This is an optimization exercise on Yosys and OpenROAD, whose aim is small area, not a production implementation.
The RTL was checked by simulation tests, not by an equivalence proof against the original design.
Power figures rest on the tool's default switching activity, not on a simulated workload.

==> flow/design.v <==
module decode #(
  parameter int WIDTH  = 32,
  parameter int REG_AW = 5
) (
  input  logic              clk,
  input  logic              rst,
  input  logic [31:0]       if_id_instr,
  input  logic [WIDTH-1:0]  if_id_npc,
  input  logic              id_flush,
  input  logic              mem_wb_reg_write,
  input  logic [REG_AW-1:0] mem_wb_write_reg,
  input  logic [WIDTH-1:0]  wb_write_data,
  output logic [1:0]        id_ex_wb,
  output logic [2:0]        id_ex_m,
  output logic [3:0]        id_ex_ex,
  output logic [WIDTH-1:0]  id_ex_npc,
  output logic [WIDTH-1:0]  id_ex_readdat1,
  output logic [WIDTH-1:0]  id_ex_readdat2,
  output logic [WIDTH-1:0]  id_ex_sign_ext,
  output logic [4:0]        id_ex_instr_2016,
  output logic [4:0]        id_ex_instr_1511
);
  localparam int NREGS = 1 << REG_AW;
  logic [WIDTH-1:0]  regs_r [1:NREGS-1];
  logic [WIDTH-1:0]  regs_d [1:NREGS-1];
  logic [REG_AW-1:0] rs_r;
  logic [REG_AW-1:0] rt_r;
  logic [15:0]       imm_r;
  logic [WIDTH-1:0]  npc_r;
  logic              rtype_r, lw_r, sw_r, beq_r;
  logic [5:0]        opcode_s;
  logic [WIDTH-1:0]  wdata_s;
  logic [NREGS-1:1]  wsel_s, wsel_n_s;
  logic [NREGS-1:1]  sel1_s, sel2_s;
  assign opcode_s = if_id_instr[31:26];
  assign wdata_s  = wb_write_data & {WIDTH{rst}};
  decode_wsel #(.AW(REG_AW)) u_wsel (
    .rst(rst), .we(mem_wb_reg_write), .addr(mem_wb_write_reg),
    .sel(wsel_s), .sel_n(wsel_n_s));
  for (genvar i = 1; i < NREGS; i++) begin : g_reg
    for (genvar b = 0; b < WIDTH; b++) begin : g_bit
      decode_wmux u_wmux (.s(wsel_s[i]), .s_n(wsel_n_s[i]), .d(wdata_s[b]),
                          .q(regs_r[i][b]), .y(regs_d[i][b]));
    end
  end
  always_ff @(posedge clk) begin
    for (int i = 1; i < NREGS; i++) begin
      regs_r[i] <= regs_d[i];
    end
  end
  always_ff @(posedge clk) begin
    rs_r <= if_id_instr[25:21];
    if (!rst) begin
      rt_r    <= '0;
      imm_r   <= '0;
      npc_r   <= '0;
      rtype_r <= 1'b0;
      lw_r    <= 1'b0;
      sw_r    <= 1'b0;
      beq_r   <= 1'b0;
    end else begin
      rt_r    <= if_id_instr[20:16];
      imm_r   <= if_id_instr[15:0];
      npc_r   <= if_id_npc;
      rtype_r <= !id_flush && (opcode_s == 6'h00);
      lw_r    <= !id_flush && (opcode_s == 6'h23);
      sw_r    <= !id_flush && (opcode_s == 6'h2B);
      beq_r   <= !id_flush && (opcode_s == 6'h04);
    end
  end
  decode_onehot #(.AW(REG_AW)) u_dec1 (.addr(rs_r), .sel(sel1_s));
  decode_onehot #(.AW(REG_AW)) u_dec2 (.addr(rt_r), .sel(sel2_s));
  for (genvar b = 0; b < WIDTH; b++) begin : g_rd
    logic [NREGS-1:1] col_s;
    for (genvar i = 1; i < NREGS; i++) begin : g_col
      assign col_s[i] = regs_r[i][b];
    end
    decode_rdbit u_rd1 (.sel(sel1_s), .d(col_s), .y(id_ex_readdat1[b]));
    decode_rdbit u_rd2 (.sel(sel2_s), .d(col_s), .y(id_ex_readdat2[b]));
  end
  assign id_ex_wb         = {rtype_r | lw_r, lw_r};
  assign id_ex_m          = {beq_r, lw_r, sw_r};
  assign id_ex_ex         = {rtype_r, rtype_r, beq_r, lw_r | sw_r};
  assign id_ex_npc        = npc_r;
  assign id_ex_sign_ext   = {{16{imm_r[15]}}, imm_r};
  assign id_ex_instr_2016 = rt_r;
  assign id_ex_instr_1511 = imm_r[15:11];
endmodule
module decode_wsel #(
  parameter int AW = 5
) (
  input  logic               rst,
  input  logic               we,
  input  logic [AW-1:0]      addr,
  output logic [(1<<AW)-1:1] sel,
  output logic [(1<<AW)-1:1] sel_n
);
  always_comb begin
    for (int i = 1; i < (1 << AW); i++) begin
      sel[i]   = !rst || (we && addr == i);
      sel_n[i] = !sel[i];
    end
  end
endmodule
module decode_wmux (
  input  logic s,
  input  logic s_n,
  input  logic d,
  input  logic q,
  output logic y
);
  assign y = (s & d) | (s_n & q);
endmodule
module decode_onehot #(
  parameter int AW = 5
) (
  input  logic [AW-1:0]       addr,
  output logic [(1<<AW)-1:1]  sel
);
  always_comb begin
    for (int i = 1; i < (1 << AW); i++) begin
      sel[i] = (addr == i);
    end
  end
endmodule
module decode_rdbit (
  input  logic [31:1] sel,
  input  logic [31:1] d,
  output logic        y
);
  logic [10:0] g_n;
  logic [2:0]  h;
  for (genvar k = 0; k < 10; k++) begin : g_aoi
    decode_aoi222 u_aoi (
      .a0(sel[3*k+1]), .b0(d[3*k+1]), .a1(sel[3*k+2]), .b1(d[3*k+2]),
      .a2(sel[3*k+3]), .b2(d[3*k+3]), .y(g_n[k]));
  end
  decode_nand2 u_n31 (.a(sel[31]), .b(d[31]), .y(g_n[10]));
  decode_nand4 u_h0 (.a(g_n[0]), .b(g_n[1]), .c(g_n[2]), .d(g_n[3]), .y(h[0]));
  decode_nand4 u_h1 (.a(g_n[4]), .b(g_n[5]), .c(g_n[6]), .d(g_n[7]), .y(h[1]));
  decode_nand3 u_h2 (.a(g_n[8]), .b(g_n[9]), .c(g_n[10]), .y(h[2]));
  decode_or3   u_o  (.a(h[0]), .b(h[1]), .c(h[2]), .y(y));
endmodule
module decode_aoi222 (
  input  logic a0, b0, a1, b1, a2, b2,
  output logic y
);
  assign y = !((a0 & b0) | (a1 & b1) | (a2 & b2));
endmodule
module decode_nand2 (input logic a, b, output logic y);
  assign y = !(a & b);
endmodule
module decode_nand3 (input logic a, b, c, output logic y);
  assign y = !(a & b & c);
endmodule
module decode_nand4 (input logic a, b, c, d, output logic y);
  assign y = !(a & b & c & d);
endmodule
module decode_or3 (input logic a, b, c, output logic y);
  assign y = a | b | c;
endmodule
==> flow/flow/run.sh <==
#!/bin/bash
# The standard layout, with two changes that only pick smaller cells:
#  - the port buffers that buffer_ports inserts on every input and output
#    are sky130_fd_sc_hd__buf_1 instead of the default choice;
#  - clock tree synthesis runs without dummy loads.
# Every tool's output stays in orfs/logs/; make's own output goes to
# standard.log in this folder.
set -euo pipefail
bash standard.sh \
  "BUFFER_PORTS_ARGS=-buffer_cell sky130_fd_sc_hd__buf_1" \
  "CTS_ARGS=-sink_clustering_enable -repair_clock_nets -dont_use_dummy_load -buf_list sky130_fd_sc_hd__clkbuf_4" \
  finish > standard.log 2>&1
==> flow/standard.sh <==
#!/bin/bash
# synth_recipe.tcl (not shown) runs the flow's synth.tcl, then flattens the netlist and writes it again
# the make line also repeats each setting of config.mk as NAME=value (left out here)
make -C /OpenROAD-flow-scripts/flow DESIGN_CONFIG=/design/flow/config.mk WORK_HOME=/design/flow/orfs CLKGATE_MAP_FILE= SYNTH_SCRIPT=/design/flow/synth_recipe.tcl "${@:-finish}"
==> flow/config.mk <==
export PLATFORM = sky130hd
export DESIGN_NAME = decode
export DESIGN_NICKNAME = decode
export VERILOG_FILES = /design/flow/design.v
export SDC_FILE = /design/flow/constraint.sdc
export NUM_CORES = 4
export LEC_CHECK = 0
export CAP_MARGIN = 20
export CORE_MARGIN = 2
export CORE_UTILIZATION = 45
export CTS_BUF_LIST = sky130_fd_sc_hd__clkbuf_4
export PLACE_DENSITY = 0.6
export SLEW_MARGIN = 20
export SYNTH_HIERARCHICAL = 1
export SYNTH_MINIMUM_KEEP_SIZE = 0
==> flow/constraint.sdc <==
create_clock -name core_clock -period 6.0 [get_ports {clk}]
set_input_delay 1.2000 -clock core_clock [delete_from_list [all_inputs] [get_ports {clk}]]
set_output_delay 1.2000 -clock core_clock [all_outputs]
set_load 0.01 [all_outputs]
==> results.sh, run 1 <==
export IMPL_clock_fmax_mhz=174
export IMPL_worst_pin_slew_ns=1.29
export IMPL_whs_ns=0.164
export IMPL_path_delay_family="simple AND/OR/NAND/NOR gates"
export IMPL_ys_seq_area_frac=0.530
export IMPL_clock_sinks=1054
export IMPL_crit_path_end_kind="primary output"
export IMPL_hold_viol=0
export IMPL_die_h_um=301
export IMPL_yosys_area_share_simple=0.0730
export IMPL_first_pass_iters=14
export IMPL_worstReg2RegStart="regs_r[11][19]$_DFF_P_"
export IMPL_reg2reg_depth=1
export IMPL_htreeDepth=5
export IMPL_start_util=0.452
export IMPL_critical_path_startpoint="rt_r[4]$_SDFF_PN0_"
export IMPL_fin_worst_skew_ns=0
export IMPL_synth_cells=3319
export IMPL_vias=42000
export IMPL_viasPerCell=8.18
export IMPL_rsz0062_at_grt="false"
export IMPL_r2r_slack_ns=5.32
export IMPL_seq_power_share=0.543
export IMPL_status="timing/DRC/antenna clean"
export IMPL_synthDistinctLibCells=27
export IMPL_synthMuxAreaShare=0
export IMPL_postCtsSetupBuffers=0
export IMPL_p_total_mw=14.9
export IMPL_cp_arrival_ns=4.55
export IMPL_grt_total_usage=0.422
export IMPL_grt_max_degree=61
export IMPL_power_static_leakage_nw=17.6
export IMPL_grt_use_met2=0.575
export IMPL_cp_max_fo=18
export IMPL_ant_nets=0
export IMPL_preCtsSetupSlack_ns=1.60
export IMPL_multi_input_area_um2=19200
export IMPL_tns_ns=0
export IMPL_root_buffer="clkbuf_4"
export IMPL_relSlewSlack=0.136
export IMPL_finalSetupViolCount=0
export IMPL_busiest_layer="met2"
export IMPL_synthAdderAreaFrac=0
export IMPL_period_needed_ns=5.75
export IMPL_timing_final_crit_share=0.958
export IMPL_nFillCells=7713
export IMPL_r2r_end="regs_r[11][19]$_DFF_P_"
export IMPL_cts_buffer_depth=4
export IMPL_synth_xor_area_frac=0
export IMPL_die_w_um=301
export IMPL_required_ns=4.80
export IMPL_drv_cap=0
export IMPL_cellInternalPower_mw=10.5
export IMPL_grt_ovfl_total=0
export IMPL_cp_slowest_cell="nand2b_1"
export IMPL_grtUsageMet3=0.180
export IMPL_path_class="flop to primary output"
export IMPL_first_iter_violations=9635
export IMPL_core_area_um2=88000
export IMPL_port_buffers=251
export IMPL_io_pins=252
export IMPL_slew_violations=0
export IMPL_crit_path_max_incr_delay_ns=0.73
export IMPL_crit_path_end="id_ex_readdat2[19]"
export IMPL_p_sw_frac=0.296
export IMPL_path_clk_slew_ns=0.06
export IMPL_crit_buf_inv=2
export IMPL_cts_hold_buf=0
export IMPL_grtUsageMet1=0.536
export IMPL_hpwl_mm=123
export IMPL_cts_tree="done"
export IMPL_dieArea_um2=90800
export IMPL_setup_ws_ns=0.254
export IMPL_post_cts_resize_count=0
export IMPL_vdd_drop_max_v=0.000178
export IMPL_path_cells="nand2b_1, nor2_4, buf_4, a222oi_1, nand4_1, or3_1, buf_1"
export IMPL_synth_top_family_by_area="compound AO/OA/AOI/OAI gates"
export IMPL_antenna_found_initial=11
export IMPL_cts_buffers=293
export IMPL_grt_pass1_vias=40700
export IMPL_routedWlPerCell_um=39.1
export IMPL_ys_ff_latch=1054
export IMPL_critPathLaunchType="flop"
export IMPL_syn2layout_area_growth_pct=16.4
export IMPL_yosys_warnings=12
export IMPL_nNetsFinal=4076
export IMPL_synth_compound_area_frac=0.389
export IMPL_netSwitchingPower_mw=4.40
export IMPL_combPwrFrac=0.124
export IMPL_ff_latch_area_um2=21100
export IMPL_syn_num_nets=3424
export IMPL_hold_path_class="input port to flop"
export IMPL_syn_area_um2=39800
export IMPL_layout_drive_gt1_share=0.141
export IMPL_grt_pass1_wl_mm=282
export IMPL_wirelength_mm=201
export IMPL_crit_cells=7
export IMPL_rows=109
export IMPL_gp_routability_congestion=0.953
export IMPL_p_clk_frac=0.333
export IMPL_drc_errors=0
export IMPL_postSynthAreaPerCell_um2=12.0
export IMPL_insertion_delay_ns=1.11
export IMPL_power_density_nw_per_um2=321
## flip-flops by register name, indices dropped and copies added (netlist names)
signal / cells
imm_r: 16
regs_r: 992
sw_r: 1
beq_r: 1
rt_r: 5
npc_r: 32
rtype_r: 1
lw_r: 1
rs_r: 5
## stage by stage
stage | instances | cell area [um^2] | util
after floorplan | 3319 | 39800 | -
after global placement | 4830 | 43800 | 0.498
after detailed placement | 4834 | 43900 | 0.499
after CTS | 5127 | 46100 | 0.524
after global routing | 5135 | 46300 | 0.526
final | 5137 | 46300 | 0.526
## modules after synthesis (local to each module, per instance), a selection
| module | flip-flops and latches | area (um^2) | cells inside | times used |
|---|---|---|---|---|
| decode_nand4 | 0 | 6.26 | 1 | 128 |
| decode_nand3 | 0 | 5.00 | 1 | 64 |
| decode_aoi222 | 0 | 10.0 | 1 | 640 |
| decode_or3 | 0 | 6.26 | 1 | 64 |
| decode_wmux | 0 | 8.76 | 1 | 992 |
| decode | 1054 | 22000 | 1186 | 1 |
| decode_nand2 | 0 | 3.75 | 1 | 64 |
## cells by family after synthesis
group | after synthesis
AOI/OAI and AO/OA | 1694
buffers and inverters | 55
DFF | 1054
and+or+nand+nor | 516
## cell usage after synthesis, drive strengths merged
| library cell | instances | area [um^2] |
|---|---|---|
| a222oi | 640 | 6410 |
| a22o | 992 | 8690 |
| and2 | 85 | 532 |
| buf | 29 | 215 |
| clkbuf | 25 | 93.8 |
| dfxtp | 1054 | 21100 |
| inv | 1 | 3.75 |
| nand2 | 68 | 255 |
| nand2b | 9 | 56.3 |
| nand3 | 66 | 330 |
| nand3b | 6 | 45.0 |
| nand4 | 129 | 807 |
| nand4b | 4 | 35.0 |
| nand4bb | 3 | 33.8 |
| nor2 | 62 | 233 |
| nor4 | 3 | 18.8 |
| nor4b | 1 | 15.0 |
| o21a | 31 | 233 |
| o21ai | 31 | 155 |
| or2 | 6 | 37.5 |
| or3 | 66 | 413 |
| or3b | 6 | 67.6 |
| or4 | 1 | 11.3 |
| or4b | 1 | 13.8 |
## how the worst min path moves through the flow
stage / startpoint / cells past startpoint / slack (ns) / endpoint
final: if_id_instr[23] / 1 / 0.16 / rs_r[2]$_DFF_P_
after global routing: if_id_instr[23] / 1 / 0.12 / rs_r[2]$_DFF_P_
after CTS: if_id_instr[22] / 1 / 0.07 / rs_r[1]$_DFF_P_
after detailed placement: regs_r[1][13]$_DFF_P_ / 1 / 0.48 / regs_r[1][13]$_DFF_P_
after global placement: regs_r[16][11]$_DFF_P_ / 1 / 0.47 / regs_r[16][11]$_DFF_P_
after floorplan: regs_r[10][0]$_DFF_P_ / 1 / 0.46 / regs_r[10][0]$_DFF_P_
## routing by layer
layer / vias up / routed length, um
met1: 20400 / 71700
met5: - / 30
met3: 883 / 34000
li1: 16400 / -
met4: 4 / 15000
met2: 4288 / 80000
## cells in the final DEF, fill, tap and decap left out, types with 31 or more instances in the layout
cell type,n
buf_1,250
nor2_4,58
a222oi_1,640
o21ai_4,31
nand4_1,129
dfxtp_1,1054
buf_4,148
clkbuf_4,294
a22o_1,992
or3_1,66
nand2_1,68
and2_1,85
nand3_1,66
o21a_1,31
## cell type report
cell class	instances	area share
diodes	3	0.000162
clock buffers	293	0.0475
inverters	1	0.0000811
multi-input cells	2210	0.414
flip-flops and latches	1054	0.456
well taps	1165	0.0315
repair buffers	411	0.0510
## power by group through the flow
stage | logic [mW] | registers (mW) | clock network (mW)
5_1_grt | 1.86 | 8.12 | 5.33
3_5_place_dp | 1.73 | 8.18 | 0
6_report | 1.85 | 8.07 | 4.96
3_3_place_gp | 1.68 | 8.14 | 0
2_1_floorplan | 0.962 | 8.06 | 0
4_1_cts | 1.74 | 8.04 | 4.98
==> run 2, diff against run 1 <==
==> flow/run.sh (new file) <==
#!/bin/bash
# synth_recipe.tcl (not shown) runs the flow's synth.tcl, then flattens the netlist and writes it again
# the make line also repeats each setting of config.mk as NAME=value (left out here)
make -C /OpenROAD-flow-scripts/flow DESIGN_CONFIG=/design/flow/config.mk WORK_HOME=/design/flow/orfs CLKGATE_MAP_FILE= SYNTH_SCRIPT=/design/flow/synth_recipe.tcl finish
--- a/flow/config.mk
+++ b/flow/config.mk
@@ -8,7 +8,6 @@
 export CAP_MARGIN = 20
 export CORE_MARGIN = 2
 export CORE_UTILIZATION = 45
-export CTS_BUF_LIST = sky130_fd_sc_hd__clkbuf_4
 export PLACE_DENSITY = 0.6
 export SLEW_MARGIN = 20
 export SYNTH_HIERARCHICAL = 1
removed: flow/flow/run.sh
removed: flow/standard.sh
==> results.sh, run 2 <==
export IMPL_vdd_drop_max_v=0.000255
export IMPL_clock_sinks=1054
export IMPL_crit_path_max_incr_delay_ns=0.74
export IMPL_path_cells="nand2b_1, nor2_4, buf_4, a222oi_1, nand4_1, or3_1, clkdlybuf4s50_1"
export IMPL_largest_reg_flops=992
export IMPL_cts_buffer_depth=3
export IMPL_syn2layout_area_growth_pct=24.2
export IMPL_grt_pass1_wl_mm=286
export IMPL_path_delay_family="simple AND/OR/NAND/NOR gates"
export IMPL_nNetsFinal=3899
export IMPL_core_area_um2=88000
export IMPL_relSlewSlack=0.115
export IMPL_yosys_warnings=12
export IMPL_hpwl_mm=123
export IMPL_dpl_instance_area_um2=45700
export IMPL_die_h_um=301
export IMPL_cts_hold_buf=0
export IMPL_crit_buf_inv=2
export IMPL_worst_pin_slew_ns=1.32
export IMPL_required_ns=4.80
export IMPL_wirelength_mm=203
export IMPL_layout_drive_gt1_share=0.115
export IMPL_postSynthAreaPerCell_um2=12.0
export IMPL_synth_commonest_cells="dfxtp_1, a22o_1, a222oi_1"
export IMPL_drv_cap=0
export IMPL_yosysTopAreaCell="dfxtp_1"
export IMPL_r2r_slack_ns=5.25
export IMPL_reg2reg_depth=1
export IMPL_finalSetupViolCount=0
export IMPL_io_pins=252
export IMPL_ys_ff_latch=1054
export IMPL_post_cts_resize_count=0
export IMPL_status="timing/DRC/antenna clean"
export IMPL_root_buffer="clkbuf_16"
export IMPL_grtUsageMet3=0.158
export IMPL_critPathLaunchType="flop"
export IMPL_tns_ns=0
export IMPL_fin_worst_skew_ns=0
export IMPL_syn_num_nets=3424
export IMPL_crit_path_end_kind="primary output"
export IMPL_final_cell_mix="dfxtp_1, a22o_1, a222oi_1"
export IMPL_synth_most_common_cell="dfxtp_1"
export IMPL_cts_buffers=109
export IMPL_grt_max_degree=65
export IMPL_timing_final_crit_share=0.941
export IMPL_largestRegisters="regs_r: 992 flops, npc_r: 32 flops, imm_r: 16 flops"
export IMPL_gp_routability_congestion=0.970
export IMPL_first_pass_iters=15
export IMPL_busiest_layer="met2"
export IMPL_layout_commonest_cell="dfxtp_1"
export IMPL_min_delay_path_depth=1
export IMPL_die_w_um=301
export IMPL_hold_viol=0
export IMPL_postCtsSetupBuffers=0
export IMPL_power_static_leakage_nw=18.7
export IMPL_ys_seq_area_frac=0.530
export IMPL_synthArstFlopShare=0
export IMPL_clock_fmax_mhz=177
export IMPL_hp_start="regs_r[5][26]$_DFF_P_"
export IMPL_grtUsageMet1=0.561
export IMPL_final_cell_area_um2=49400
export IMPL_period_needed_ns=5.65
export IMPL_hold_path_class="flop to flop"
export IMPL_cts_tree="done"
export IMPL_cp_arrival_ns=4.45
export IMPL_grt_use_met2=0.600
export IMPL_grt_ovfl_total=0
export IMPL_cp_slowest_cell="nand2b_1"
export IMPL_antenna_found_initial=18
export IMPL_syn_area_um2=39800
export IMPL_synth_cells=3319
export IMPL_slew_violations=0
export IMPL_grt_total_usage=0.428
export IMPL_min_to="regs_r[5][26]$_DFF_P_"
export IMPL_ant_nets=0
export IMPL_path_class="flop to primary output"
export IMPL_start_util=0.452
export IMPL_r2r_end="regs_r[3][19]$_DFF_P_"
export IMPL_port_buffers=251
export IMPL_power_density_nw_per_um2=344
export IMPL_insertion_delay_ns=0.71
export IMPL_worstReg2RegStart="regs_r[3][19]$_DFF_P_"
export IMPL_grt_pass1_vias=39000
export IMPL_routedWlPerCell_um=40.2
export IMPL_dieArea_um2=90800
export IMPL_nFillCells=7260
export IMPL_path_clk_slew_ns=0.06
export IMPL_rows=109
export IMPL_largest_register="regs_r"
export IMPL_ys_dominant_reg_cell="dfxtp_1"
export IMPL_cp_max_fo=18
export IMPL_synth_top_area_frac=0.530
export IMPL_first_iter_violations=10400
export IMPL_synthDistinctLibCells=27
export IMPL_htreeDepth=3
export IMPL_drc_errors=0
export IMPL_synth_area_top_cells="dfxtp_1, a22o_1, a222oi_1"
export IMPL_viasPerCell=8.17
export IMPL_synth_edf_count=0
export IMPL_rsz0062_at_grt="false"
export IMPL_vias=41300
[run 2: cell count changes in the layout (fill, tap and decap cells not counted), sizes merged]
cell           change
clkdlybuf4s50    +250
clkbuf           -134
bufinv             +6
clkinvlp           +2
diode              +3
inv                +6
clkinv            +26
buf              -242
[run 2: per-layer routing]
layer,part of all wire,vias up
met2,0.40,4182
li1,-,16100
met4,0.073,14
met1,0.36,20200
met3,0.17,823
met5,0.00045,-
[run 2: report_power, final]
group          switching (mW)  leakage (nW)  internal (mW)
Clock                    3.00          1.77           3.90
Combinational            1.19          8.18          0.809
Sequential              0.489          8.76           7.59
[run 2: worst max-delay path by stage]
stage / startpoint / slack (ns) / cells after the start / to
3_3_place_gp: rt_r[4]$_SDFF_PN0_ / 1.32 / 7 / id_ex_readdat2[12]
3_5_place_dp: rt_r[4]$_SDFF_PN0_ / 1.31 / 7 / id_ex_readdat2[4]
2_1_floorplan: mem_wb_write_reg[0] / 2.23 / 4 / regs_r[20][0]$_DFF_P_
4_1_cts: rt_r[4]$_SDFF_PN0_ / 0.56 / 7 / id_ex_readdat2[4]
5_1_grt: rt_r[4]$_SDFF_PN0_ / 0.34 / 7 / id_ex_readdat2[12]
6_report: rt_r[4]$_SDFF_PN0_ / 0.35 / 7 / id_ex_readdat2[12]
[run 2: area by class of cell]
type	count	area, um^2	area share
clock buffers	160	3150	0.0638
flip-flops and latches	1054	21100	0.427
multi-input cells	2210	19200	0.388
well taps	1165	1460	0.0295
clock inverters	40	423	0.00856
diodes	6	15.0	0.000304
inverters	1	3.75	0.0000760
repair buffers	418	4090	0.0827
[run 2: cells by family (layout without fill, tap and decap cells)]
group,after synthesis,in the layout,share of synthesized area
buffers and inverters,55,619,0.00786
DFF,1054,1054,0.530
other,0,6,0
AOI/OAI and AO/OA,1694,1694,0.389
and+or+nand+nor,516,516,0.0730
[run 2: modules after synthesis, one instance, submodules excluded, a selection]
module         flops+latches  area (um^2)
decode_or3                 0         6.26
decode_nand4               0         6.26
decode                  1054        22000
decode_wmux                0         8.76
decode_nand3               0         5.00
decode_aoi222              0         10.0
[run 2: metrics by stage]
stage | setup WS (ns) | cells | power [mW] | hold slack (ns) | util
finish | 0.353 | 5054 | 17.0 | 0.498 | 0.562
global route | 0.336 | 5048 | 17.3 | 0.508 | 0.562
CTS | 0.562 | 5043 | 16.8 | 0.497 | 0.560
detailed placement | 1.31 | 4843 | 10.1 | 0.478 | 0.519
global placement | 1.32 | 4834 | 9.99 | 0.472 | 0.517
floorplan | 2.23 | 3319 | 9.02 | 0.460 | -
==> run 3, diff against run 2 <==
==> flow/flow/run.sh (new file) <==
#!/bin/bash
# The standard layout (standard.sh, all ORFS steps), with two changes that
# only pick smaller cells:
#  - the buffers that buffer_ports puts on every input and output port are
#    sky130_fd_sc_hd__buf_1 instead of the default choice;
#  - clock tree synthesis uses clkbuf_8 leaf/tree buffers in clusters of up
#    to 14 sinks, without dummy loads.
# Each tool's log stays in orfs/logs/; make's own output goes to
# standard.log in this folder.
set -euo pipefail
bash standard.sh \
  "BUFFER_PORTS_ARGS=-buffer_cell sky130_fd_sc_hd__buf_1" \
  "CTS_ARGS=-sink_clustering_enable -repair_clock_nets -dont_use_dummy_load -buf_list sky130_fd_sc_hd__clkbuf_8 -sink_clustering_size 14 -sink_clustering_max_diameter 80" \
  finish > standard.log 2>&1
==> flow/standard.sh (new file) <==
#!/bin/bash
# synth_recipe.tcl (not shown) runs the flow's synth.tcl, then flattens the netlist and writes it again
# the make line also repeats each setting of config.mk as NAME=value (left out here)
make -C /OpenROAD-flow-scripts/flow DESIGN_CONFIG=/design/flow/config.mk WORK_HOME=/design/flow/orfs CLKGATE_MAP_FILE= SYNTH_SCRIPT=/design/flow/synth_recipe.tcl "${@:-finish}"
removed: flow/run.sh
==> results.sh, run 3 <==
export IMPL_status="timing/DRC/antenna clean"
export IMPL_synth_most_common_cell="dfxtp_1"
export IMPL_layout_commonest_cell="dfxtp_1"
export IMPL_synthAdderAreaFrac=0
export IMPL_largest_reg_flops=992
export IMPL_p_total_mw=13.5
export IMPL_hold_path_class="flop to flop"
export IMPL_first_pass_iters=13
export IMPL_relSlewSlack=0.156
export IMPL_synth_top_area_frac=0.530
export IMPL_hpwl_mm=123
export IMPL_finalSetupViolCount=0
export IMPL_clock_fmax_mhz=188
export IMPL_insertion_delay_ns=0.74
export IMPL_vias=40600
export IMPL_synth_area_top_cells="dfxtp_1, a22o_1, a222oi_1"
export IMPL_antenna_found_initial=13
export IMPL_syn_area_um2=39800
export IMPL_slew_violations=0
export IMPL_ant_nets=0
export IMPL_rows=109
export IMPL_grt_use_met2=0.570
export IMPL_grtUsageMet3=0.153
export IMPL_grt_ovfl_total=0
export IMPL_cts_buffers=85
export IMPL_grt_pass1_wl_mm=278
export IMPL_vdd_drop_max_v=0.000176
export IMPL_post_cts_resize_count=0
export IMPL_postSynthAreaPerCell_um2=12.0
export IMPL_first_iter_violations=9299
export IMPL_synth_edf_count=0
export IMPL_critPathLaunchType="flop"
export IMPL_grt_total_usage=0.416
export IMPL_rsz0062_at_grt="false"
export IMPL_drc_errors=0
export IMPL_fin_util=0.515
export IMPL_critical_path_startpoint="rs_r[2]$_DFF_P_"
export IMPL_required_ns=4.80
export IMPL_dieArea_um2=90800
export IMPL_cp_arrival_ns=4.12
export IMPL_cts_hold_buf=0
export IMPL_io_pins=252
export IMPL_yosys_warnings=12
export IMPL_timing_final_crit_share=0.887
export IMPL_cellInternalPower_mw=9.50
export IMPL_tns_ns=0
export IMPL_clock_sinks=1054
export IMPL_grtUsageMet1=0.544
export IMPL_core_area_um2=88000
export IMPL_combPwrFrac=0.136
export IMPL_synthArstFlopShare=0
export IMPL_start_util=0.452
export IMPL_layout_drive_gt1_share=0.0939
export IMPL_cp_max_fo=22
export IMPL_viasPerCell=8.24
export IMPL_die_h_um=301
export IMPL_synth_xor_area_frac=0
export IMPL_final_cell_mix="dfxtp_1, a22o_1, a222oi_1"
export IMPL_worst_pin_slew_ns=1.26
export IMPL_worstReg2RegStart="regs_r[11][19]$_DFF_P_"
export IMPL_syn_num_nets=3424
export IMPL_path_clk_slew_ns=0.11
export IMPL_htreeDepth=3
export IMPL_p_sw_frac=0.298
export IMPL_crit_path_end_kind="primary output"
export IMPL_fin_cells=4930
export IMPL_p_clk_frac=0.269
export IMPL_synthDistinctLibCells=27
export IMPL_ys_seq_area_frac=0.530
export IMPL_cts_buffer_depth=3
export IMPL_grt_pass1_vias=38800
export IMPL_port_buffers=251
export IMPL_synth_cells=3319
export IMPL_postCtsSetupBuffers=0
export IMPL_drv_cap=0
export IMPL_grt_max_degree=61
export IMPL_die_w_um=301
export IMPL_period_needed_ns=5.32
export IMPL_yosysTopAreaCell="dfxtp_1"
export IMPL_seq_power_share=0.595
export IMPL_path_class="flop to primary output"
export IMPL_largest_register="regs_r"
export IMPL_synth_top_family_by_area="compound AO/OA/AOI/OAI gates"
export IMPL_cts_tree="done"
export IMPL_hold_viol=0
export IMPL_ys_ff_latch=1054
export IMPL_ys_dominant_reg_cell="dfxtp_1"
export IMPL_nFillCells=7721
export IMPL_dp_cells=4834
export IMPL_busiest_layer="met2"
export IMPL_yosys_area_share_simple=0.0730
export IMPL_power_density_nw_per_um2=299
export IMPL_power_static_leakage_nw=16.8
export IMPL_hp_start="regs_r[31][29]$_DFF_P_"
export IMPL_netSwitchingPower_mw=4.04
export IMPL_nNetsFinal=3868
export IMPL_routedWlPerCell_um=40.1
export IMPL_root_buffer="clkbuf_8"
export IMPL_synth_compound_area_frac=0.389
export IMPL_gp_routability_congestion=0.953
export IMPL_fin_worst_skew_ns=0
export IMPL_synthMuxAreaShare=0
export IMPL_synth_commonest_cells="dfxtp_1, a22o_1, a222oi_1"
export IMPL_syn2layout_area_growth_pct=13.8
export IMPL_largestRegisters="regs_r: 992 flops, npc_r: 32 flops, imm_r: 16 flops"
export IMPL_wirelength_mm=198
==> run 3: power by group through the flow <==
stage	Combinational, mW	Sequential [mW]	Clock [mW]
detailed placement	1.73	8.18	0
global route	1.86	8.12	3.87
CTS	1.74	8.03	3.63
finish	1.84	8.06	3.64
floorplan	0.962	8.06	0
global placement	1.68	8.14	0
==> run 3: per-layer routing <==
layer	vias to the layer above	part of all wire	wire length, um
met1	19800	0.36	71700
met5	-	0.00029	57
met2	4043	0.40	78400
li1	15900	-	-
met4	8	0.077	15100
met3	851	0.16	32500
==> run 3: path summary, 6_finish.rpt <==
| kind | cells past startpoint | to | slack, ns |
|---|---|---|---|
| hold reg to reg | 1 | regs_r[31][29]$_DFF_P_ | 0.50 |
| setup / recovery | 7 | id_ex_readdat1[7] | 0.68 |
| setup reg to reg | 1 | regs_r[11][19]$_DFF_P_ | 5.32 |
| hold / removal | 1 | regs_r[31][29]$_DFF_P_ | 0.50 |
==> run 3: area by class of cell <==
type	count	area, um^2	area share
Sequential cell	1054	21100	0.466
Multi-Input combinational cell	2210	19200	0.424
Timing Repair Buffer	411	2350	0.0520
Tap cell	1165	1460	0.0322
Clock buffer	85	1170	0.0258
Antenna cell	4	10.0	0.000221
Inverter	1	3.75	0.0000829
==> run 3: cell families (layout without fill, tap and decap cells) <==
| kind of cell | after synthesis | in the layout |
|---|---|---|
| DFF | 1054 | 1054 |
| and+or+nand+nor | 516 | 516 |
| buffers and inverters | 55 | 497 |
| other | 0 | 4 |
| AOI/OAI and AO/OA | 1694 | 1694 |
==> run 3: Yosys stat by module, one instance, submodules excluded, a selection <==
module,area (um^2),times used,cells
decode_wmux,8.76,992,1
decode_nand2,3.75,64,1
decode_aoi222,10.0,640,1
decode_nand4,6.26,128,1
decode_nand3,5.00,64,1
decode_or3,6.26,64,1
decode,22000,1,1186
==> run 3: metrics by stage <==
step	instance area (um^2)	hold WS, ns	setup WS, ns
floorplan	39800	0.460	2.23
global placement	43800	0.473	1.66
detailed placement	43900	0.477	1.60
CTS	45100	0.498	0.820
global route	45300	0.514	0.637
finish	45300	0.503	0.679
==> run 3: worst max-delay path, cell delays in order, from the launching register on <==
cell and delay [ns]:
dfxtp_1 0.61, nand3b_1 0.49, nor2_4 0.19, buf_4 0.32, a222oi_1 0.62, nand4_1 0.41, or3_1 0.53, buf_1 0.17
==> run 4, diff against run 3 <==
--- a/flow/design.v
+++ b/flow/design.v
@@ -33,10 +33,18 @@
   logic [NREGS-1:1]  wsel_s, wsel_n_s;
   logic [NREGS-1:1]  sel1_s, sel2_s;
   assign opcode_s = if_id_instr[31:26];
-  assign wdata_s  = wb_write_data & {WIDTH{rst}};
+  logic [WIDTH-1:0]  wdata_n_s;
+  logic [NREGS-1:1]  wen_s;
+  for (genvar b = 0; b < WIDTH; b++) begin : g_wd
+    decode_nand2 u_nand (.a(wb_write_data[b]), .b(rst), .y(wdata_n_s[b]));
+    decode_inv   u_inv  (.a(wdata_n_s[b]), .y(wdata_s[b]));
+  end
   decode_wsel #(.AW(REG_AW)) u_wsel (
-    .rst(rst), .we(mem_wb_reg_write), .addr(mem_wb_write_reg),
-    .sel(wsel_s), .sel_n(wsel_n_s));
+    .rst(rst), .we(mem_wb_reg_write), .addr(mem_wb_write_reg), .sel(wen_s));
+  for (genvar i = 1; i < NREGS; i++) begin : g_ws
+    decode_inv u_inv_n (.a(wen_s[i]), .y(wsel_n_s[i]));
+    decode_inv u_inv   (.a(wsel_n_s[i]), .y(wsel_s[i]));
+  end
   for (genvar i = 1; i < NREGS; i++) begin : g_reg
     for (genvar b = 0; b < WIDTH; b++) begin : g_bit
       decode_wmux u_wmux (.s(wsel_s[i]), .s_n(wsel_n_s[i]), .d(wdata_s[b]),
@@ -92,13 +100,11 @@
   input  logic               rst,
   input  logic               we,
   input  logic [AW-1:0]      addr,
-  output logic [(1<<AW)-1:1] sel,
-  output logic [(1<<AW)-1:1] sel_n
+  output logic [(1<<AW)-1:1] sel
 );
   always_comb begin
     for (int i = 1; i < (1 << AW); i++) begin
-      sel[i]   = !rst || (we && addr == i);
-      sel_n[i] = !sel[i];
+      sel[i] = !rst || (we && addr == i);
     end
   end
 endmodule
@@ -117,11 +123,30 @@
   input  logic [AW-1:0]       addr,
   output logic [(1<<AW)-1:1]  sel
 );
+  logic [3:0]  lo;
+  logic [7:0]  hi;
+  logic [31:1] sel_n;
+  decode_pre #(.N(2)) u_lo (.a(addr[1:0]), .y(lo));
+  decode_pre #(.N(3)) u_hi (.a(addr[4:2]), .y(hi));
+  for (genvar i = 1; i < 32; i++) begin : g_sel
+    decode_nand2 u_nand (.a(hi[i >> 2]), .b(lo[i & 3]), .y(sel_n[i]));
+    decode_inv   u_inv  (.a(sel_n[i]), .y(sel[i]));
+  end
+endmodule
+module decode_pre #(
+  parameter int N = 2
+) (
+  input  logic [N-1:0]      a,
+  output logic [(1<<N)-1:0] y
+);
   always_comb begin
-    for (int i = 1; i < (1 << AW); i++) begin
-      sel[i] = (addr == i);
+    for (int i = 0; i < (1 << N); i++) begin
+      y[i] = (a == i);
     end
   end
+endmodule
+module decode_inv (input logic a, output logic y);
+  assign y = !a;
 endmodule
 module decode_rdbit (
   input  logic [31:1] sel,
==> results.sh, run 4 <==
export IMPL_vias=39300
export IMPL_port_buffers=251
export IMPL_yosys_warnings=13
export IMPL_grt_total_usage=0.387
export IMPL_synthArstFlopShare=0
export IMPL_ys_dominant_reg_cell="dfxtp_1"
export IMPL_worst_pin_slew_ns=1.23
export IMPL_fin_worst_skew_ns=0
export IMPL_post_cts_resize_count=0
export IMPL_hold_path_class="flop to flop"
export IMPL_cellInternalPower_mw=9.47
export IMPL_relSlewSlack=0.180
export IMPL_grt_pass1_vias=36600
export IMPL_cp_max_fo=18
export IMPL_path_delay_family="buffers and inverters"
export IMPL_cp_arrival_ns=4.06
export IMPL_synth_edf_count=0
export IMPL_tns_ns=0
export IMPL_postCtsSetupBuffers=0
export IMPL_syn_area_um2=40000
export IMPL_ys_ff_latch=1054
export IMPL_required_ns=4.80
export IMPL_largestRegisters="regs_r: 992 flops, npc_r: 32 flops, imm_r: 16 flops"
export IMPL_wirelength_mm=185
export IMPL_p_total_mw=13.4
export IMPL_first_pass_iters=14
export IMPL_netSwitchingPower_mw=3.89
export IMPL_seq_power_share=0.602
export IMPL_routedWlPerCell_um=36.6
export IMPL_yosysTopAreaCell="dfxtp_1"
export IMPL_synthDistinctLibCells=31
export IMPL_crit_path_end_kind="primary output"
export IMPL_crit_buf_inv=3
export IMPL_dieArea_um2=91300
export IMPL_clock_fmax_mhz=190
export IMPL_p_clk_frac=0.270
export IMPL_syn2layout_area_growth_pct=11.5
export IMPL_cts_buffer_depth=3
export IMPL_grt_pass1_wl_mm=261
export IMPL_first_iter_violations=9386
export IMPL_gp_routability_congestion=0.944
export IMPL_power_density_nw_per_um2=300
export IMPL_ys_seq_area_frac=0.527
export IMPL_p_sw_frac=0.291
export IMPL_postSynthAreaPerCell_um2=11.7
export IMPL_status="timing/DRC/antenna clean"
export IMPL_cts_buffers=85
export IMPL_drc_errors=0
export IMPL_root_buffer="clkbuf_8"
export IMPL_htreeDepth=3
export IMPL_syn_num_nets=3531
export IMPL_start_util=0.454
export IMPL_rows=109
export IMPL_path_cells="nor3b_1, nand2_1, clkinv_1, buf_4, a222oi_1, nand4_1, or3_1, buf_1"
export IMPL_core_area_um2=88200
export IMPL_vdd_drop_max_v=0.000211
export IMPL_layout_drive_gt1_share=0.0698
export IMPL_synth_area_top_cells="dfxtp_1, a22o_1, a222oi_1"
export IMPL_hpwl_mm=109
export IMPL_timing_final_crit_share=0.876
export IMPL_clock_sinks=1054
export IMPL_synth_cells=3426
export IMPL_synth_top_area_frac=0.527
export IMPL_nNetsFinal=3990
export IMPL_viasPerCell=7.77
export IMPL_final_cell_mix="dfxtp_1, a22o_1, a222oi_1"
export IMPL_r2r_slack_ns=5.34
export IMPL_largest_reg_flops=992
export IMPL_critPathLaunchType="flop"
export IMPL_io_pins=252
export IMPL_largest_register="regs_r"
export IMPL_drv_cap=0
export IMPL_ant_nets=0
export IMPL_die_w_um=302
export IMPL_insertion_delay_ns=0.73
export IMPL_layout_commonest_cell="dfxtp_1"
export IMPL_rsz0062_at_grt="false"
export IMPL_combPwrFrac=0.128
export IMPL_die_h_um=302
export IMPL_grt_ovfl_total=0
export IMPL_synth_commonest_cells="dfxtp_1, a22o_1, a222oi_1"
export IMPL_slew_violations=0
export IMPL_period_needed_ns=5.26
export IMPL_cp_slowest_cell="clkinv_1"
export IMPL_grt_max_degree=70
export IMPL_antenna_found_initial=5
export IMPL_synth_most_common_cell="dfxtp_1"
export IMPL_finalSetupViolCount=0
export IMPL_hold_viol=0
export IMPL_path_clk_slew_ns=0.10
export IMPL_crit_path_max_incr_delay_ns=0.87
export IMPL_power_static_leakage_nw=17.7
export IMPL_path_class="flop to primary output"
export IMPL_cts_tree="done"
export IMPL_cts_hold_buf=0
run 4: changes by cell type after synthesis, moves of 3 or more:
cell,previous run,this run
and2_1,85,53
and3b_2,0,6
clkbuf_1,25,8
inv_1,1,157
nand2_1,68,160
nand2b_1,9,5
nand3b_1,6,0
nor2_1,62,2
nor3b_1,0,6
o21a_1,31,0
or2_2,5,2
or3b_4,6,0
run 4: final cells by class:
class                      count  area [um^2]
antenna                        5         12.5
tap                         1165         1460
inverter                     157          589
fill                        8024        43600
multi-input combinational   2179        18100
clock buffer                  85         1170
timing repair buffer         408         2190
sequential                  1054        21100
run 4: final timing paths:
check | depth (start not counted) | from | endpoint
worst max-delay path | 8 | rs_r[4]$_DFF_P_ | id_ex_readdat1[2]
worst min-delay path | 1 | regs_r[23][0]$_DFF_P_ | regs_r[23][0]$_DFF_P_
worst max register to register | 1 | regs_r[5][1]$_DFF_P_ | regs_r[5][1]$_DFF_P_
worst min register to register | 1 | regs_r[23][0]$_DFF_P_ | regs_r[23][0]$_DFF_P_
run 4: power by group through the flow:
stage	Clock, mW	Combinational, mW	Sequential (mW)
floorplan	0	0.949	8.06
global placement	0	1.61	8.17
detailed placement	0	1.64	8.17
CTS	3.64	1.64	8.02
global route	3.88	1.76	8.10
finish	3.61	1.71	8.04
run 4: metrics by stage:
step                utilization  hold WS, ns  area, um^2  std cells  setup slack, ns
global placement          0.491        0.474       43300       4958             1.99
CTS                       0.505        0.503       44600       5046             1.18
floorplan                     -        0.460       40000       3426             2.86
detailed placement        0.492        0.476       43400       4961             1.97
finish                    0.506        0.502       44600       5053            0.745
global route              0.505        0.517       44600       5049            0.707
run 4: routing by layer:
metal	wire length, um	up-vias	GRT usage
met5	95	-	0.00466
met4	13500	8	0.234
met3	26800	738	0.127
met2	75200	3513	0.552
met1	69200	18900	0.508
li1	-	16100	-
run 4: logic make-up (layout without fill, tap and decap cells):
group / after synthesis / after routing / share of synthesized area
compound gates: 1663 / 1663 / 0.381
buf+inv: 193 / 650 / 0.0207
flops: 1054 / 1054 / 0.527
other cells: 0 / 5 / 0
simple gates: 516 / 516 / 0.0710
run 4: per-module statistics from Yosys, one instance, submodules excluded, a selection:
module         copies in the design  cell area, um^2  cells
decode_or3                       64             6.26      1
decode_wmux                     992             8.76      1
decode                            1            21800   1150
decode_inv                      156             3.75      1
decode_aoi222                   640             10.0      1
decode_nand2                    158             3.75      1
decode_nand4                    128             6.26      1
==> run 5, diff against run 4 <==
==> flow/flow/run.sh (replaced) <==
#!/bin/bash
# The standard layout (standard.sh, all ORFS steps), with changes that only
# pick cell sizes:
#  - the buffers that buffer_ports puts on every input and output port are
#    sky130_fd_sc_hd__buf_1 instead of the default choice;
#  - before global placement, flow/upsize.tcl sizes the inverters that drive
#    the register file's select and write-data lines to inv_2;
#  - clock tree synthesis uses clkbuf_8 buffers in clusters of up to 14
#    sinks, without dummy loads.
# Each tool's log stays in orfs/logs/; make's own output goes to
# standard.log in this folder.
set -euo pipefail
here=$(pwd)
bash standard.sh \
  "BUFFER_PORTS_ARGS=-buffer_cell sky130_fd_sc_hd__buf_1" \
  "PRE_GLOBAL_PLACE_TCL=$here/flow/upsize.tcl" \
  "CTS_ARGS=-sink_clustering_enable -repair_clock_nets -dont_use_dummy_load -buf_list sky130_fd_sc_hd__clkbuf_8 -sink_clustering_size 14 -sink_clustering_max_diameter 80" \
  finish > standard.log 2>&1
==> flow/flow/upsize.tcl (new file) <==
# Run before global placement (PRE_GLOBAL_PLACE_TCL). The RTL drives each
# register-file row select and write-data column, about 32 loads each, from an
# inverter of its own, which synthesis maps to inv_1 as it cannot see the load.
# Give each such inverter (more than 11 loads) the inv_2 size, which has the
# same area, so that repair_design need not add buffers on those nets.
set big [[ord::get_db] findMaster sky130_fd_sc_hd__inv_2]
set n 0
foreach inst [[ord::get_db_block] getInsts] {
  if {[[$inst getMaster] getName] ne "sky130_fd_sc_hd__inv_1"} continue
  set net [[$inst findITerm Y] getNet]
  if {$net eq "NULL"} continue
  if {[llength [$net getITerms]] > 11} {
    $inst swapMaster $big
    incr n
  }
}
puts "upsize.tcl: $n inverters now sky130_fd_sc_hd__inv_2"
==> results.sh, run 5 <==
export IMPL_status="timing/DRC/antenna clean"
export IMPL_preCtsSetupSlack_ns=2.09
export IMPL_start_util=0.454
export IMPL_ant_nets=0
export IMPL_nNetsFinal=3857
export IMPL_grt_max_degree=86
export IMPL_min_delay_path_depth=1
export IMPL_power_density_nw_per_um2=307
export IMPL_r2r_end="regs_r[5][11]$_DFF_P_"
export IMPL_syn2layout_area_growth_pct=8.83
export IMPL_hpwl_mm=97.8
export IMPL_min_to="regs_r[2][25]$_DFF_P_"
export IMPL_rsz0062_at_grt="false"
export IMPL_vdd_drop_max_v=0.000190
export IMPL_htreeDepth=3
export IMPL_finalSetupViolCount=0
export IMPL_die_h_um=302
export IMPL_setup_ws_ns=1.08
export IMPL_rows=109
export IMPL_required_ns=4.80
export IMPL_tns_ns=0
export IMPL_drv_cap=0
export IMPL_ff_latch_area_um2=21100
export IMPL_synthDistinctLibCells=31
export IMPL_period_needed_ns=4.92
export IMPL_grt_pass1_wl_mm=259
export IMPL_hp_start="regs_r[2][25]$_DFF_P_"
export IMPL_fin_worst_skew_ns=0
export IMPL_critPathLaunchType="flop"
export IMPL_power_static_leakage_nw=16.8
export IMPL_syn_num_nets=3531
export IMPL_first_iter_violations=8428
export IMPL_die_w_um=302
export IMPL_synthArstFlopShare=0
export IMPL_synth_edf_count=0
export IMPL_r2r_slack_ns=5.33
export IMPL_ys_dominant_reg_cell="dfxtp_1"
export IMPL_nFillCells=8012
export IMPL_reg2reg_depth=1
export IMPL_dieArea_um2=91300
export IMPL_io_pins=252
export IMPL_whs_ns=0.501
export IMPL_grt_pass1_vias=36200
export IMPL_slew_violations=0
export IMPL_cts_buffers=85
export IMPL_largestRegisters="regs_r: 992 flops, npc_r: 32 flops, imm_r: 16 flops"
export IMPL_grt_ovfl_total=0
export IMPL_clock_sinks=1054
export IMPL_first_pass_iters=13
export IMPL_layout_commonest_cell="dfxtp_1"
export IMPL_port_buffers=251
export IMPL_postSynthAreaPerCell_um2=11.7
export IMPL_multi_input_area_um2=18100
export IMPL_crit_path_end_kind="primary output"
export IMPL_grt_total_usage=0.388
export IMPL_synth_area_top_cells="dfxtp_1, a22o_1, a222oi_1"
export IMPL_drc_errors=0
export IMPL_worst_pin_slew_ns=1.28
export IMPL_gp_routability_congestion=0.885
export IMPL_routedWlPerCell_um=37.8
export IMPL_antenna_found_initial=6
export IMPL_largest_register="regs_r"
export IMPL_layout_drive_gt1_share=0.0757
export IMPL_relSlewSlack=0.149
export IMPL_hold_path_class="flop to flop"
export IMPL_synth_cells=3426
export IMPL_path_class="flop to primary output"
export IMPL_viasPerCell=7.87
export IMPL_core_area_um2=88200
export IMPL_ys_ff_latch=1054
export IMPL_synth_commonest_cells="dfxtp_1, a22o_1, a222oi_1"
export IMPL_syn_area_um2=40000
export IMPL_postCtsSetupBuffers=0
export IMPL_final_cell_mix="dfxtp_1, a22o_1, a222oi_1"
export IMPL_cp_max_fo=32
export IMPL_cts_tree="done"
export IMPL_post_cts_resize_count=0
export IMPL_cts_hold_buf=0
export IMPL_ys_seq_area_frac=0.527
export IMPL_timing_final_crit_share=0.820
export IMPL_cts_buffer_depth=3
export IMPL_vias=38700
export IMPL_hold_viol=0
export IMPL_worstReg2RegStart="regs_r[5][11]$_DFF_P_"
export IMPL_largest_reg_flops=992
export IMPL_synth_top_area_frac=0.527
export IMPL_insertion_delay_ns=0.74
export IMPL_clock_fmax_mhz=203
export IMPL_wirelength_mm=186
export IMPL_cp_arrival_ns=3.72
export IMPL_synth_most_common_cell="dfxtp_1"
export IMPL_yosysTopAreaCell="dfxtp_1"
export IMPL_root_buffer="clkbuf_8"
export IMPL_p_total_mw=13.4
export IMPL_yosys_warnings=13
export IMPL_path_clk_slew_ns=0.09
[run 5: cell counts after synthesis]
Identical to the previous run, type by type.
[run 5: stage by stage]
step,std cells,instance area (um^2),util
4_1_cts,4914,43500,0.493
2_1_floorplan,3426,40000,-
6_report,4918,43600,0.494
5_1_grt,4916,43500,0.494
3_5_place_dp,4829,42400,0.480
3_3_place_gp,4829,42400,0.480
[run 5: worst max-delay path by stage]
stage                              startpoint  depth (start not counted)  slack (ns)                      to
final                         rs_r[4]$_DFF_P_                          7        1.08      id_ex_readdat1[12]
after global routing          rs_r[4]$_DFF_P_                          7        1.04      id_ex_readdat1[12]
after CTS                  rt_r[2]$_SDFF_PN0_                          7        1.35       id_ex_readdat2[1]
after detailed placement  mem_wb_write_reg[0]                          6        2.09  regs_r[30][14]$_DFF_P_
after global placement     rt_r[0]$_SDFF_PN0_                          7        2.14       id_ex_readdat2[1]
after floorplan            rt_r[4]$_SDFF_PN0_                          6        2.86       id_ex_readdat2[0]
[run 5: layout make-up]
class,instances,area share
tap,1165,0.0335
multi-input combinational,2179,0.415
sequential,1054,0.484
clock buffer,85,0.0269
inverter,157,0.0135
timing repair buffer,275,0.0261
antenna,3,0.000172
[run 5: metal layers]
layer  up-vias  GRT usage  part of all wire
met4         8      0.243             0.069
met2      3441      0.551              0.41
met3       698      0.140              0.15
li1      15800          -                 -
met5         -    0.00983           0.00098
met1     18800      0.500              0.37
[run 5: Yosys stat by module (local to each module, per instance), excerpt]
| module | cells | flip-flops and latches | copies in the design |
|---|---|---|---|
| decode | 1150 | 1054 | 1 |
| decode_aoi222 | 1 | 0 | 640 |
| decode_inv | 1 | 0 | 156 |
| decode_nand2 | 1 | 0 | 158 |
| decode_nand3 | 1 | 0 | 64 |
| decode_nand4 | 1 | 0 | 128 |
| decode_or3 | 1 | 0 | 64 |
| decode_wmux | 1 | 0 | 992 |
[run 5: where the power goes]
part	leakage [nW]	switching [mW]	internal (mW)	total (mW)
Combinational	7.47	1.11	0.587	1.70
Clock	0.611	2.38	1.27	3.65
Sequential	8.76	0.459	7.58	8.04
Total	16.8	3.95	9.43	13.4
[run 5: kinds of logic (layout without fill, tap and decap cells)]
logic type	after synthesis	count (layout)	synth area share
flip-flops	1054	1054	0.527
other	0	3	0
buffers and inverters	193	517	0.0207
AO/OA/AOI/OAI	1663	1663	0.381
AND/OR/NAND/NOR	516	516	0.0710
[run 5: critical path, cell delays in order, from the launching register on]
cell      delay, ns
dfxtp_1        0.43
and3b_2        0.26
nand2_1        0.08
inv_2          0.31
a222oi_1       0.55
nand4_1        0.63
or3_1          0.58
buf_1          0.14
==> run 6, diff against run 5 <==
==> flow/flow/run.sh (replaced) <==
#!/bin/bash
# The standard layout (standard.sh, all ORFS steps), with changes that only
# pick cell sizes:
#  - the buffers that buffer_ports puts on every input and output port are
#    sky130_fd_sc_hd__buf_1 instead of the default choice;
#  - before global placement, flow/upsize.tcl sizes the inverters that drive
#    the register file's select and write-data lines to inv_2;
#  - clock tree synthesis uses clkbuf_8 buffers in clusters of up to 16
#    sinks, without dummy loads.
# Each tool's log stays in orfs/logs/; make's own output goes to
# standard.log in this folder.
set -euo pipefail
here=$(pwd)
bash standard.sh \
  "BUFFER_PORTS_ARGS=-buffer_cell sky130_fd_sc_hd__buf_1" \
  "PRE_GLOBAL_PLACE_TCL=$here/flow/upsize.tcl" \
  "CTS_ARGS=-sink_clustering_enable -repair_clock_nets -dont_use_dummy_load -buf_list sky130_fd_sc_hd__clkbuf_8 -sink_clustering_size 16 -sink_clustering_max_diameter 80" \
  finish > standard.log 2>&1
--- a/flow/config.mk
+++ b/flow/config.mk
@@ -7,8 +7,8 @@
 export LEC_CHECK = 0
 export CAP_MARGIN = 20
 export CORE_MARGIN = 2
-export CORE_UTILIZATION = 45
-export PLACE_DENSITY = 0.6
+export CORE_UTILIZATION = 60
+export PLACE_DENSITY = 0.72
 export SLEW_MARGIN = 20
 export SYNTH_HIERARCHICAL = 1
 export SYNTH_MINIMUM_KEEP_SIZE = 0
==> results.sh, run 6 <==
export IMPL_status="timing/DRC/antenna clean"
export IMPL_cp_max_fo=32
export IMPL_gp_routability_congestion=1.02
export IMPL_power_density_nw_per_um2=305
export IMPL_largest_register="regs_r"
export IMPL_crit_path_end_kind="primary output"
export IMPL_rows=94
export IMPL_grt_total_usage=0.497
export IMPL_synth_most_common_cell="dfxtp_1"
export IMPL_wirelength_mm=183
export IMPL_min_delay_path_depth=1
export IMPL_hpwl_mm=96.1
export IMPL_postSynthAreaPerCell_um2=11.7
export IMPL_io_pins=252
export IMPL_path_class="flop to primary output"
export IMPL_synth_top_area_frac=0.527
export IMPL_post_cts_resize_count=0
export IMPL_synth_cells=3426
export IMPL_nFillCells=5138
export IMPL_yosys_warnings=13
export IMPL_first_pass_iters=17
export IMPL_tns_ns=0
export IMPL_hold_viol=0
export IMPL_syn_num_nets=3531
export IMPL_die_h_um=262
export IMPL_root_buffer="clkbuf_8"
export IMPL_synth_edf_count=0
export IMPL_p_total_mw=13.2
export IMPL_ys_ff_latch=1054
export IMPL_worst_pin_slew_ns=1.28
export IMPL_grt_ovfl_total=0
export IMPL_r2r_slack_ns=5.34
export IMPL_r2r_end="regs_r[30][26]$_DFF_P_"
export IMPL_drv_cap=0
export IMPL_cp_slowest_cell="nand4_1"
export IMPL_crit_path_max_incr_delay_ns=0.79
export IMPL_layout_drive_gt1_share=0.0752
export IMPL_largest_reg_flops=992
export IMPL_grt_max_degree=68
export IMPL_hold_path_class="flop to flop"
export IMPL_antenna_found_initial=12
export IMPL_cts_tree="done"
export IMPL_timing_final_crit_share=0.846
export IMPL_ff_latch_area_um2=21100
export IMPL_core_area_um2=65900
export IMPL_final_cell_mix="dfxtp_1, a22o_1, a222oi_1"
export IMPL_final_cell_area_um2=43100
export IMPL_path_cells="and2b_2, nand2_1, inv_2, a222oi_1, nand4_1, or3_1, buf_1"
export IMPL_dpl_instance_area_um2=42000
export IMPL_synth_commonest_cells="dfxtp_1, a22o_1, a222oi_1"
export IMPL_largestRegisters="regs_r: 992 flops, npc_r: 32 flops, imm_r: 16 flops"
export IMPL_ys_dominant_reg_cell="dfxtp_1"
export IMPL_syn2layout_area_growth_pct=7.70
export IMPL_cts_buffers=75
export IMPL_routedWlPerCell_um=39.6
export IMPL_vias=41200
export IMPL_slew_violations=0
export IMPL_min_to="regs_r[11][25]$_DFF_P_"
export IMPL_fin_util=0.654
export IMPL_postCtsSetupBuffers=0
export IMPL_first_iter_violations=10300
export IMPL_whs_ns=0.507
export IMPL_period_needed_ns=5.07
export IMPL_hp_start="regs_r[11][25]$_DFF_P_"
export IMPL_rsz0062_at_grt="false"
export IMPL_fin_worst_skew_ns=0
export IMPL_yosysTopAreaCell="dfxtp_1"
export IMPL_synth_area_top_cells="dfxtp_1, a22o_1, a222oi_1"
export IMPL_cp_arrival_ns=3.87
export IMPL_worstReg2RegStart="regs_r[30][26]$_DFF_P_"
export IMPL_finalSetupViolCount=0
export IMPL_viasPerCell=8.91
export IMPL_path_clk_slew_ns=0.10
export IMPL_grt_pass1_wl_mm=258
export IMPL_port_buffers=251
export IMPL_synthArstFlopShare=0
export IMPL_drc_errors=0
export IMPL_required_ns=4.80
export IMPL_cts_buffer_depth=3
export IMPL_cts_hold_buf=0
export IMPL_start_util=0.608
export IMPL_critical_path_startpoint="rs_r[0]$_DFF_P_"
export IMPL_relSlewSlack=0.148
export IMPL_die_w_um=262
export IMPL_clock_sinks=1054
export IMPL_path_delay_family="simple AND/OR/NAND/NOR gates"
export IMPL_htreeDepth=3
export IMPL_ys_seq_area_frac=0.527
export IMPL_grt_pass1_vias=39200
export IMPL_synthDistinctLibCells=31
export IMPL_clock_fmax_mhz=197
export IMPL_reg2reg_depth=1
export IMPL_nNetsFinal=3855
export IMPL_vdd_drop_max_v=0.000242
export IMPL_layout_commonest_cell="dfxtp_1"
export IMPL_multi_input_area_um2=18100
export IMPL_insertion_delay_ns=0.71
export IMPL_critPathLaunchType="flop"
export IMPL_power_static_leakage_nw=16.8
export IMPL_dieArea_um2=68800
export IMPL_ant_nets=0
export IMPL_syn_area_um2=40000
export IMPL_crit_buf_inv=2
run 6: cell types whose count changed in the layout (fill, tap and decap cells not counted):
cell and delta:
buf_12 -1, buf_4 +9, clkbuf_8 -10, diode_2 +6
run 6: stage by stage:
stage	instances	setup WS, ns
after floorplan	3426	2.86
after global placement	4537	2.24
after detailed placement	4537	2.17
after CTS	4612	1.42
after global routing	4613	0.896
final	4621	0.925
run 6: Yosys stat by module, one instance, submodules excluded, excerpt:
module         cells  area (um^2)
decode          1150        21800
decode_aoi222      1         10.0
decode_inv         1         3.75
decode_nand2       1         3.75
decode_nand3       1         5.00
decode_nand4       1         6.26
decode_or3         1         6.26
decode_wmux        1         8.76
run 6: where the power goes:
part / internal, mW / switching, mW
sequential: 7.58 / 0.482
clock: 1.13 / 2.26
combinational: 0.592 / 1.12
total: 9.30 / 3.87
run 6: layout make-up:
| class | count | area share |
|---|---|---|
| clock buffers | 75 | 0.0239 |
| multi-input cells | 2179 | 0.420 |
| diodes | 9 | 0.000523 |
| well taps | 864 | 0.0251 |
| inverters | 157 | 0.0137 |
| repair buffers | 283 | 0.0275 |
| flip-flops and latches | 1054 | 0.490 |
run 6: kinds of logic (layout without fill, tap and decap cells):
logic type	count (synthesis)	count (layout)	share of synthesized area
AND/OR/NAND/NOR	516	516	0.0710
other	0	9	0
buffers and inverters	193	515	0.0207
AO/OA/AOI/OAI	1663	1663	0.381
flip-flops	1054	1054	0.527
run 6: routing by layer:
| metal | GRT usage | part of all wire |
|---|---|---|
| met1 | 0.617 | 0.33 |
| met2 | 0.689 | 0.40 |
| met3 | 0.206 | 0.18 |
| met4 | 0.363 | 0.090 |
| met5 | 0.0104 | 0.0014 |
run 6: worst max-delay path by stage:
stage	end	slack [ns]	cells past startpoint
6_report	id_ex_readdat1[11]	0.93	7
5_1_grt	id_ex_readdat1[11]	0.90	7
4_1_cts	id_ex_readdat2[22]	1.42	7
3_5_place_dp	id_ex_readdat2[22]	2.17	7
3_3_place_gp	regs_r[14][27]$_DFF_P_	2.24	6
2_1_floorplan	id_ex_readdat2[0]	2.86	6
==> run 7, diff against run 6 <==
--- a/flow/flow/run.sh
+++ b/flow/flow/run.sh
@@ -4,7 +4,7 @@
 #  - the buffers that buffer_ports puts on every input and output port are
 #    sky130_fd_sc_hd__buf_1 instead of the default choice;
 #  - before global placement, flow/upsize.tcl sizes the inverters that drive
-#    the register file's select and write-data lines to inv_2;
+#    the register file's select and write-data lines to inv_2 or inv_4;
 #  - clock tree synthesis uses clkbuf_8 buffers in clusters of up to 16
 #    sinks, without dummy loads.
 # Each tool's log stays in orfs/logs/; make's own output goes to
==> flow/flow/upsize.tcl (replaced) <==
# Run before global placement (PRE_GLOBAL_PLACE_TCL). The RTL drives each
# register-file row select and write-data column, about 32 loads each, from an
# inverter of its own, which synthesis maps to inv_1 as it cannot see the load.
# Give each such inverter (more than 11 loads) the inv_2 size, which has the
# same area, or inv_4 when it has more than 32 loads, so that repair_design
# need not add buffers on those nets.
set inv2 [[ord::get_db] findMaster sky130_fd_sc_hd__inv_2]
set inv4 [[ord::get_db] findMaster sky130_fd_sc_hd__inv_4]
set n2 0
set n4 0
foreach inst [[ord::get_db_block] getInsts] {
  if {[[$inst getMaster] getName] ne "sky130_fd_sc_hd__inv_1"} continue
  set net [[$inst findITerm Y] getNet]
  if {$net eq "NULL"} continue
  set loads [expr {[llength [$net getITerms]] - 1}]
  if {$loads > 32} {
    $inst swapMaster $inv4
    incr n4
  } elseif {$loads > 10} {
    $inst swapMaster $inv2
    incr n2
  }
}
puts "upsize.tcl: $n2 inverters now inv_2, $n4 now inv_4"
==> results.sh, run 7 <==
export IMPL_status="timing/DRC/antenna clean"
export IMPL_postCtsSetupBuffers=0
export IMPL_largestRegisters="regs_r: 992 flops, npc_r: 32 flops, imm_r: 16 flops"
export IMPL_dieArea_um2=68800
export IMPL_layout_commonest_cell="dfxtp_1"
export IMPL_insertion_delay_ns=0.73
export IMPL_io_pins=252
export IMPL_wirelength_mm=180
export IMPL_vias=40500
export IMPL_yosys_warnings=13
export IMPL_cts_buffers=75
export IMPL_p_clk_frac=0.258
export IMPL_cts_tree="done"
export IMPL_cp_arrival_ns=3.77
export IMPL_grt_pass1_wl_mm=255
export IMPL_hp_start="regs_r[31][7]$_DFF_P_"
export IMPL_antenna_found_initial=10
export IMPL_crit_path_max_incr_delay_ns=0.69
export IMPL_syn_num_nets=3531
export IMPL_cts_buffer_depth=3
export IMPL_p_sw_frac=0.293
export IMPL_clock_sinks=1054
export IMPL_synthAdderAreaFrac=0
export IMPL_path_class="flop to primary output"
export IMPL_rows=94
export IMPL_tns_ns=0
export IMPL_grt_ovfl_total=0
export IMPL_clock_fmax_mhz=201
export IMPL_largest_reg_flops=992
export IMPL_min_delay_path_depth=1
export IMPL_netSwitchingPower_mw=3.85
export IMPL_power_density_nw_per_um2=306
export IMPL_grt_pass1_vias=38600
export IMPL_drc_errors=0
export IMPL_start_util=0.608
export IMPL_critPathLaunchType="flop"
export IMPL_ys_ff_latch=1054
export IMPL_syn_area_um2=40000
export IMPL_power_static_leakage_nw=16.7
export IMPL_first_iter_violations=9985
export IMPL_synth_area_top_cells="dfxtp_1, a22o_1, a222oi_1"
export IMPL_yosysTopAreaCell="dfxtp_1"
export IMPL_routedWlPerCell_um=39.2
export IMPL_min_to="regs_r[31][7]$_DFF_P_"
export IMPL_synth_cells=3426
export IMPL_reg2reg_depth=1
export IMPL_required_ns=4.80
export IMPL_final_cell_mix="dfxtp_1, a22o_1, a222oi_1"
export IMPL_combPwrFrac=0.129
export IMPL_rsz0062_at_grt="false"
export IMPL_drv_cap=0
export IMPL_finalSetupViolCount=0
export IMPL_path_clk_slew_ns=0.10
export IMPL_crit_path_end_kind="primary output"
export IMPL_core_area_um2=65900
export IMPL_die_h_um=262
export IMPL_gp_routability_congestion=0.938
export IMPL_synthArstFlopShare=0
export IMPL_synth_top_area_frac=0.527
export IMPL_postSynthAreaPerCell_um2=11.7
export IMPL_cp_slowest_cell="nand4_1"
export IMPL_grt_total_usage=0.491
export IMPL_layout_drive_gt1_share=0.0695
export IMPL_fin_worst_skew_ns=0
export IMPL_synthDistinctLibCells=31
export IMPL_grtUsageMet1=0.602
export IMPL_cellInternalPower_mw=9.29
export IMPL_synthMuxAreaShare=0
export IMPL_hold_viol=0
export IMPL_worstReg2RegStart="regs_r[4][23]$_DFF_P_"
export IMPL_htreeDepth=3
export IMPL_slew_violations=0
export IMPL_syn2layout_area_growth_pct=7.47
export IMPL_port_buffers=251
export IMPL_post_cts_resize_count=0
export IMPL_synth_edf_count=0
export IMPL_die_w_um=262
export IMPL_seq_power_share=0.613
export IMPL_grt_use_met2=0.690
export IMPL_relSlewSlack=0.154
export IMPL_viasPerCell=8.81
export IMPL_ys_seq_area_frac=0.527
export IMPL_hold_path_class="flop to flop"
export IMPL_ys_dominant_reg_cell="dfxtp_1"
export IMPL_synth_most_common_cell="dfxtp_1"
export IMPL_path_cells="and3b_2, nand2_1, inv_2, a222oi_1, nand4_1, or3_1, buf_1"
export IMPL_synth_compound_area_frac=0.381
export IMPL_period_needed_ns=4.97
export IMPL_vdd_drop_max_v=0.000231
export IMPL_busiest_layer="met2"
export IMPL_synth_xor_area_frac=0
export IMPL_timing_final_crit_share=0.828
export IMPL_root_buffer="clkbuf_8"
export IMPL_r2r_slack_ns=5.33
export IMPL_grt_max_degree=81
export IMPL_worst_pin_slew_ns=1.27
export IMPL_synth_commonest_cells="dfxtp_1, a22o_1, a222oi_1"
export IMPL_yosys_area_share_simple=0.0710
export IMPL_grtUsageMet3=0.196
export IMPL_ant_nets=0
export IMPL_nNetsFinal=3832
export IMPL_fin_util=0.653
run 7: critical path: cells and delay by family, from the launching register on:
family | cells | cell delay [ns]
buffers and inverters | 2 | 0.47
and+or+nand+nor | 4 | 1.63
AOI/OAI and AO/OA | 1 | 0.45
DFF | 1 | 0.45
run 7: modules after synthesis, one instance, submodules excluded, excerpt:
module / cell area (um^2) / times used
decode_nand2: 3.75 / 158
decode_nand3: 5.00 / 64
decode_nand4: 6.26 / 128
decode_wmux: 8.76 / 992
decode_inv: 3.75 / 156
decode_aoi222: 10.0 / 640
decode_or3: 6.26 / 64
decode: 21800 / 1
run 7: kinds of logic (layout without fill, tap and decap cells):
logic type,count (synthesis),count (layout)
other cells,0,10
simple gates,516,516
flops,1054,1054
compound gates,1663,1663
buf+inv,193,492
run 7: area by class of cell:
class                   count  area (um^2)
inverters                 157          667
repair buffers            260         1010
diodes                     10         25.0
fillers                  5153        22900
multi-input cells        2179        18100
flip-flops and latches   1054        21100
clock buffers              75         1030
well taps                 864         1080
run 7: power groups by stage:
stage | clock network [mW] | logic, mW | registers (mW)
after floorplan | 0 | 0.949 | 8.06
after global placement | 0 | 1.53 | 8.12
after detailed placement | 0 | 1.58 | 8.17
after CTS | 3.34 | 1.58 | 8.02
after global routing | 3.60 | 1.70 | 8.11
final | 3.39 | 1.70 | 8.05
run 7: routing by layer:
| layer | vias up | routed length [um] | part of all wire |
|---|---|---|---|
| li1 | 15800 | - | - |
| met3 | 1093 | 31400 | 0.17 |
| met5 | - | 59 | 0.00033 |
| met2 | 4393 | 72400 | 0.40 |
| met1 | 19200 | 60000 | 0.33 |
| met4 | 8 | 16500 | 0.092 |
run 7: metrics by stage:
stage	cells	instance area, um^2	power, mW	worst slack, ns	hold WS [ns]
finish	4599	43000	13.1	1.03	0.505
global route	4590	43000	13.4	1.05	0.516
CTS	4589	43000	12.9	1.38	0.506
detailed placement	4514	42000	9.75	2.17	0.478
global placement	4514	42000	9.65	2.21	0.472
floorplan	3426	40000	9.01	2.86	0.460
run 7: worst max path at each step:
stage | start | end | slack [ns] | cells after the start
2_1_floorplan | rt_r[4]$_SDFF_PN0_ | id_ex_readdat2[0] | 2.86 | 6
3_3_place_gp | rst | regs_r[17][0]$_DFF_P_ | 2.21 | 5
3_5_place_dp | rt_r[3]$_SDFF_PN0_ | id_ex_readdat2[6] | 2.17 | 7
4_1_cts | rt_r[3]$_SDFF_PN0_ | id_ex_readdat2[9] | 1.38 | 7
5_1_grt | rs_r[0]$_DFF_P_ | id_ex_readdat1[9] | 1.05 | 7
6_report | rs_r[4]$_DFF_P_ | id_ex_readdat1[9] | 1.03 | 7
